Context: an optimization exercise on an open-source flow, tuned for small area, a short achievable clock period and few clock cycles. The choices shown serve that exercise and are no tape-out recipe. In this exercise RTL edits were held to simulation tests only and were not proved equivalent to the original. No activity file was given, so power comes from the tool's default toggle rates.

Design mips_top, start of the top module:
module mips_top (
   input  logic       clk,
   input  logic       rst,
   output isa_pkg::word_t      inst_addr_o,
   input  isa_pkg::word_t      inst_data_i,
   output logic       data_en_o,
   output logic [3:0] data_wen_o,
   output isa_pkg::word_t      data_addr_o,
   output isa_pkg::word_t      data_wdata_o,
   input  isa_pkg::word_t      data_rdata_i,
   input  logic       psel_i,
   input  logic       penable_i,
   input  logic       pwrite_i,
   input  logic [7:0] paddr_i,
   input  isa_pkg::word_t      pwdata_i,
   output isa_pkg::word_t      prdata_o,
   output logic       pready_o,
   output logic       pslverr_o
);
Size: ~4600 cells after synthesis, ~1400 flip-flops, ~240 I/O pins, ~61000 um^2 of cells after synthesis.
Settings: LEC_CHECK=0, ABC_CLOCK_PERIOD_IN_PS=1000, CAP_MARGIN=20, CORE_MARGIN=2, CORE_UTILIZATION=62, SETUP_SLACK_MARGIN=2.6, SLEW_MARGIN=20, BUFFER_PORTS_ARGS=-buffer_cell sky130_fd_sc_hd__buf_2; clock period 5.5 ns.
standard.sh (not shown) runs the stock make flow with config.mk's settings and CLKGATE_MAP_FILE= SYNTH_SCRIPT=/design/flow/synth_recipe.tcl, a recipe that flattens the netlist after the stock synthesis.
==> flow/flow/run.sh <==
#!/bin/bash
# The standard layout, with the port buffers made of buf_2 cells
# instead of the default delay buffers.
set -e
echo 'export BUFFER_PORTS_ARGS = -buffer_cell sky130_fd_sc_hd__buf_2' >> config.mk
bash standard.sh > standard.log 2>&1
Testbench counts at the start, summed over its fixed seeds: cycles 6,806.
Next try:
==> flow/run.sh (new file) <==
#!/bin/bash
# synth_recipe.tcl (not shown) runs the flow's synth.tcl, then flattens the netlist and writes it again
# the make line also repeats each setting of config.mk as NAME=value (left out here)
make -C /OpenROAD-flow-scripts/flow DESIGN_CONFIG=/design/flow/config.mk WORK_HOME=/design/flow/orfs CLKGATE_MAP_FILE= SYNTH_SCRIPT=/design/flow/synth_recipe.tcl finish
- BUFFER_PORTS_ARGS: -buffer_cell sky130_fd_sc_hd__buf_2 -> default
- CORE_UTILIZATION: 62 -> 70
removed: flow/flow/run.sh
removed: flow/standard.sh
After rerunning:
- worst setup slack got worse by 40 ps
- cell count decreases by 2.0%
- wire length decreases by 0.96%
- combinational power increases by 4.3%
- critical path depth decreases by 2
- first-iteration DRC count increases by 11%
- fmax decreases by 1.3%
- power increases by 0.48%
Next try:
==> flow/flow/run.sh (new file) <==
#!/bin/bash
# The standard layout, with the port buffers made of buf_2 cells
# instead of the default delay buffers.
set -e
echo 'export BUFFER_PORTS_ARGS = -buffer_cell sky130_fd_sc_hd__buf_2' >> config.mk
bash standard.sh > standard.log 2>&1
==> flow/standard.sh (new file) <==
#!/bin/bash
# synth_recipe.tcl (not shown) runs the flow's synth.tcl, then flattens the netlist and writes it again
# the make line also repeats each setting of config.mk as NAME=value (left out here)
make -C /OpenROAD-flow-scripts/flow DESIGN_CONFIG=/design/flow/config.mk WORK_HOME=/design/flow/orfs CLKGATE_MAP_FILE= SYNTH_SCRIPT=/design/flow/synth_recipe.tcl "${@:-finish}"
- BUFFER_PORTS_ARGS: default -> -buffer_cell sky130_fd_sc_hd__buf_2
- CORE_UTILIZATION: 70 -> 50
removed: flow/run.sh
After rerunning: The changed run completed with no timing, DRC or antenna violations; worst setup slack gains 51 ps; final cell count goes up by 8.6%; via count goes down by 4.3%; cell area is higher by 0.32%; utilization drops by 23 points; global-route usage goes down by 14 points.
Next try:
- CORE_UTILIZATION: 50 -> 55
- SETUP_SLACK_MARGIN: 2.6 -> 3.0
Outcome: Wire length went up by about 6%; register-to-register slack is better by 370 ps; utilization went up by 9.7 points; critical path depth went down by 6; setup slack is better by 200 ps; power went up by 0.72%; global-route usage went up by 5.8 points; combinational power went up by 12%; cell count went up by 1.2%.

---

== v43 ==
mips_top again, from the RTL that the note above started with.
Design mips_top, start of the top module:
module mips_top (
   input  logic       clk,
   input  logic       rst,
   output isa_pkg::word_t      inst_addr_o,
   input  isa_pkg::word_t      inst_data_i,
   output logic       data_en_o,
   output logic [3:0] data_wen_o,
   output isa_pkg::word_t      data_addr_o,
   output isa_pkg::word_t      data_wdata_o,
   input  isa_pkg::word_t      data_rdata_i,
   input  logic       psel_i,
   input  logic       penable_i,
   input  logic       pwrite_i,
   input  logic [7:0] paddr_i,
   input  isa_pkg::word_t      pwdata_i,
   output isa_pkg::word_t      prdata_o,
   output logic       pready_o,
   output logic       pslverr_o
);
export LEC_CHECK = 0
export ABC_CLOCK_PERIOD_IN_PS = 1000
export CAP_MARGIN = 20
export CORE_MARGIN = 2
export CORE_UTILIZATION = 55
export SETUP_SLACK_MARGIN = 2.8
export SLEW_MARGIN = 20
export BUFFER_PORTS_ARGS = -buffer_cell sky130_fd_sc_hd__buf_2
create_clock -name core_clock -period 5.5 [get_ports {clk}]
==> flow/flow/run.sh <==
#!/bin/bash
# The standard layout, with the port buffers made of buf_2 cells
# instead of the default delay buffers.
set -e
echo 'export BUFFER_PORTS_ARGS = -buffer_cell sky130_fd_sc_hd__buf_2' >> config.mk
bash standard.sh > standard.log 2>&1
Testbench counts of v43, summed over its fixed seeds: cycles 6,806.
The inputs of v51 differ from those of v43 as listed below.
Settings: changing SETUP_SLACK_MARGIN from 2.8 to 2.7.
Notes after the runs:
- On first-pass GRT wire length, v43 loses to v51.
- v43 → v51: antenna diode instance count has increased, iteration-0 DRC count of the detailed router has decreased, power density over the cells has increased, fmax has decreased, clock power has remained practically unchanged.
- Compared with v43, v51 ends up with a smaller final cell area.
- Diff v43 -> v51: post-synthesis to final-layout area growth fell 1.6 points; sequential share of layout area +0.75 points.
Here is what was changed in the inputs of v46 compared with v51.
Settings: SETUP_SLACK_MARGIN changed from 2.7 to 2.6.
## What came out
- Comparing v51 against v46, there is no change at all in largest net degree at the start of global routing.
- Diff v51..v46 | total power divided by cell area | negligible
- From v51 to v46 the numbers moved as follows: worst setup slack -35 ps, post-CTS setup repair buffer count -13, fraction of area in clock buffers and inverters ~0 delta, clock-buffer cell count +about 0.5%.
- Average detailed-routed wire length per instance delta for v46 relative to v51: 0.13 µm lower

afterwards: timing with drivers on the ports:
No port has a modelled driver above. Below, the same layouts with a new extraction and two added sets of constraints. Step 1: set_driving_cell puts a clkbuf_16 on clk and a buf_2 on each other input, an assumption about the parent block. Step 2 times the ports against the registers' clock, not the clock port: input delays grow and output delays shrink by t, the midpoint of the rising clock arrivals with the driver on. Three values: ideal, step 1, step 2; two values: the first two.
run | t, ns | setup WS [ns] | worst setup path at the end | pins driven straight from the clock port
the first run of note 1 | 0.842 | 2.457 / 2.457 / 1.839 | input to register | 1
the second run of note 1 | 0.837 | 2.417 / 2.417 / 1.951 | input to register | 1
the third run of note 1 | 0.879 | 2.468 / 2.468 / 1.849 | input to register | 1
the fourth run of note 1 | 0.849 | 2.667 / 2.592 / 2.263 | input to register | 1
v43 | 0.857 | 2.652 / 2.572 / 1.958 | input to register | 1
v51 | 0.849 | 2.598 / 2.525 / 1.974 | input to register | 1
v46 | 0.846 | 2.563 / 2.558 / 2.110 | input to register | 1
After both steps setup and hold are still met in every run listed. For v43, which loses most, drivers alone change the setup slack by -0.080 ns; drivers and shift together by -0.694 ns.
